Context: an optimization exercise on an open-source flow, tuned for small area, a short achievable clock period and few clock cycles per item. The choices shown serve that exercise and are no tape-out recipe. Where RTL was checked, it was by simulation tests only, not by an equivalence proof against the original.

==> module nccLogTop, before the edit <==
module nccLogTop (
	input logic clk,
	input logic rst,
	input logic [8:0] inBeat,
	input logic inValid,
	output logic inReady,
	output logic signed [19:0] score,
	output logic scoreValid,
	input logic scoreReady
);
	logic advance;
	logic [8:0] beatQ;
	logic beatValid;
	logic [8:0] skidBeat;
	logic skidValid;
	logic inStall;
	logic beatLoad;
	logic beatZero;
	logic [2:0] beatExp;
	logic [4:0] beatFrac;
	logic [3:0] fill;
	logic chainScore;
	logic pipeScore;
	logic shiftDesc;
	logic shiftWin;
	logic [nccPkg::PipeBits-1:0] pipe;
	assign advance = !scoreValid || scoreReady;
	assign beatLoad = advance || !beatValid;
	always_ff @(posedge clk) begin
		if (beatLoad) beatQ <= skidValid ? skidBeat : inBeat;
		if (!skidValid) skidBeat <= inBeat;
	end
	always_ff @(posedge clk or posedge rst) begin
		if (rst) begin
			beatValid <= 1'b0;
			skidValid <= 1'b0;
			inStall <= 1'b0;
		end else if (beatLoad) begin
			beatValid <= skidValid || inValid;
			skidValid <= 1'b0;
			inStall <= 1'b0;
		end else if (inValid && !skidValid) begin
			skidValid <= 1'b1;
			inStall <= 1'b1;
		end
	end
	assign inReady = !inStall;
	logDecode decode (
		.mag(beatQ[8] ? {1'b0, beatQ[6:0]} : beatQ[7:0]),
		.zero(beatZero), .exp(beatExp), .frac(beatFrac));
	assign shiftDesc = advance && beatValid && beatQ[8];
	assign shiftWin = advance && beatValid && !beatQ[8];
	always_ff @(posedge clk or posedge rst) begin
		if (rst) begin
			fill <= '0;
			chainScore <= 1'b0;
			pipeScore <= 1'b0;
		end else if (advance) begin
			chainScore <= shiftWin && (fill >= 4'd7);
			pipeScore <= chainScore;
			if (shiftDesc) begin
				fill <= '0;
			end else if (shiftWin && fill != 4'd8) begin
				fill <= fill + 1'b1;
			end
		end
	end
	tapArray taps (.clk, .rst, .shiftDesc, .shiftWin, .decNeg(beatQ[7]), .decZero(beatZero),
		.decExp(beatExp), .decFrac(beatFrac), .pipeLoad(advance), .pipe);
	scoreResult result (.clk, .rst, .advance, .pipe, .sumValid(pipeScore),
		.score, .scoreValid);
endmodule
Settings: LEC_CHECK=0, ABC_AREA=1, CAP_MARGIN=20, CORE_MARGIN=2, CORE_UTILIZATION=40, SLEW_MARGIN=20; clock period 10.0 ns.
standard.sh (not shown) runs the stock make flow with config.mk's settings and CLKGATE_MAP_FILE= SYNTH_SCRIPT=/design/flow/synth_recipe.tcl, a recipe that flattens the netlist after the stock synthesis.
==> flow/flow/run.sh <==
#!/bin/bash
# The standard layout, with the port buffers made from buf_4 cells instead
# of the delay buffers buffer_ports picks by default, and timing repair
# asked to leave a setup margin.
set -euo pipefail
bash standard.sh BUFFER_PORTS_ARGS="-buffer_cell sky130_fd_sc_hd__buf_4" SETUP_SLACK_MARGIN=6.9 finish > standard.log 2>&1
The starting point produced a clean layout.
Rerun with:
--- a/flow/design.v
+++ b/flow/design.v
@@ -417,5 +417,4 @@
 	logic [8:0] skidBeat;
 	logic skidValid;
-	logic inStall;
 	logic beatLoad;
 	logic beatZero;
@@ -438,15 +437,14 @@
 			beatValid <= 1'b0;
 			skidValid <= 1'b0;
-			inStall <= 1'b0;
+			inReady <= 1'b1;
 		end else if (beatLoad) begin
 			beatValid <= skidValid || inValid;
 			skidValid <= 1'b0;
-			inStall <= 1'b0;
+			inReady <= 1'b1;
 		end else if (inValid && !skidValid) begin
 			skidValid <= 1'b1;
-			inStall <= 1'b1;
+			inReady <= 1'b0;
 		end
 	end
-	assign inReady = !inStall;
 	logDecode decode (
 		.mag(beatQ[8] ? {1'b0, beatQ[6:0]} : beatQ[7:0]),
What happened: Setup slack loses 0.040 ns; sequential share of layout area is lower by 0.28 points; area after synthesis is higher by about 0.6%; via count is higher by 1.9%; die area is higher by 0.60%; worst hold slack gains 0.019 ns; register-to-register slack loses 0.10 ns; first-iteration DRC count is lower by 11%; utilization is higher by 0.33 points; wire length is higher by 0.63%; clock skew barely changes.
No functional check of the RTL was part of any run of this note.

--- another note on this design; it stands on its own ---

Design nccLogTop, start of the top module:
module nccLogTop (
	input logic clk,
	input logic rst,
	input logic [8:0] inBeat,
	input logic inValid,
	output logic inReady,
	output logic signed [19:0] score,
	output logic scoreValid,
	input logic scoreReady
);
==> flow/config.mk <==
export PLATFORM = sky130hd
export DESIGN_NAME = nccLogTop
export DESIGN_NICKNAME = nccLogTop
export VERILOG_FILES = /design/flow/design.v
export SDC_FILE = /design/flow/constraint.sdc
export NUM_CORES = 4
export LEC_CHECK = 0
export ABC_AREA = 1
export CAP_MARGIN = 20
export CORE_MARGIN = 2
export CORE_UTILIZATION = 60
export SLEW_MARGIN = 20
==> flow/constraint.sdc <==
create_clock -name core_clock -period 10.0 [get_ports {clk}]
set_input_delay 2.0000 -clock core_clock [delete_from_list [all_inputs] [get_ports {clk}]]
set_output_delay 2.0000 -clock core_clock [all_outputs]
set_load 0.01 [all_outputs]
standard.sh (not shown) runs the stock make flow with config.mk's settings and CLKGATE_MAP_FILE= SYNTH_SCRIPT=/design/flow/synth_recipe.tcl, a recipe that flattens the netlist after the stock synthesis.
==> flow/flow/run.sh <==
#!/bin/bash
# The standard layout, with the port buffers made from buf_4 cells instead
# of the delay buffers buffer_ports picks by default, and timing repair
# asked to leave a setup margin.
set -euo pipefail
bash standard.sh BUFFER_PORTS_ARGS="-buffer_cell sky130_fd_sc_hd__buf_4" SETUP_SLACK_MARGIN=6.95 finish > standard.log 2>&1
Testbench counts at the start, summed over its fixed seeds: cycles 3,360, items 2,848.
Next try:
==> flow/flow/run.sh (replaced) <==
#!/bin/bash
# The standard layout, with the port buffers made from buf_4 cells instead
# of the delay buffers buffer_ports picks by default, and timing repair
# asked to leave a setup margin.
set -euo pipefail
bash standard.sh BUFFER_PORTS_ARGS="-buffer_cell sky130_fd_sc_hd__buf_4" SETUP_SLACK_MARGIN=6.9 finish > standard.log 2>&1
Settings changed: CORE_UTILIZATION 60 to 50.
The new run completed without violations. Maximum frequency came out lower by 2.3%. Cell area went down by 0.97%. Final cell count increases by 2.3%. Area after synthesis does not change. Non-clock buffer count is lower by 15. Routed wire length stays flat. First-iteration DRC count falls by 2.4%.
Next try:
Settings changed: CORE_UTILIZATION 50 to 70.
Final cell count went down by 4.8%.
Core utilization is higher by 23 points.
Die area goes down by 28%.
Setup slack degrades by 0.057 ns.
Count of clock-buffer cells in the layout goes up by 2.
Routed wire length grows by 2.5%.
Next try:
==> flow/flow/run.sh (replaced) <==
#!/bin/bash
# The standard layout, with the port buffers made from buf_4 cells instead
# of the delay buffers buffer_ports picks by default, and timing repair
# asked to leave a setup margin.
set -euo pipefail
bash standard.sh BUFFER_PORTS_ARGS="-buffer_cell sky130_fd_sc_hd__buf_4" SETUP_SLACK_MARGIN=6.8 finish > standard.log 2>&1
Settings changed: CORE_UTILIZATION 70 to 60.
Effect: Final cell count goes up slightly; wire length goes down by a few percent; global-route usage goes down by 5.6 points; area after synthesis is unchanged; fmax goes up by a few percent.

==> re-timing with driven ports <==
In the flow no input, the clock included, has a driving cell. The finished layouts below were timed again as built, in two steps. Step 1: set_driving_cell puts a clkbuf_16 on clk and a buf_2 on each other input, an assumption about the parent block. Step 2 also shifts input and output timing later by t, the mid clock arrival at the registers, as if the neighbouring blocks saw the same clock. Slacks: no drivers / after step 1 / after step 2; pairs: no drivers / after step 1.
run	shift t [ns]	setup slack, ns	worst setup path after step 2	worst register clock-pin slew, ns	worst data-port slew with drivers (ns)
the first run of note 1	0.609	6.842 / 6.785 / 6.407	input to register	0.06 / 0.06	0.03
the second run of note 1	0.615	6.802 / 6.745 / 6.353	input to register	0.06 / 0.06	0.07
the first run of note 2	0.556	6.947 / 6.893 / 6.530	input to register	0.06 / 0.06	0.03
the second run of note 2	0.580	6.875 / 6.865 / 6.322	input to register	0.06 / 0.06	0.03
the third run of note 2	0.617	6.818 / 6.818 / 6.434	input to register	0.06 / 0.06	0.03
the fourth run of note 2	0.560	6.898 / 6.885 / 6.363	input to register	0.06 / 0.06	0.03
After both steps every run listed still meets setup and hold. The setup slack of the second run of note 2, which loses most, moves by -0.010 ns with the drivers and by -0.553 ns with both steps.
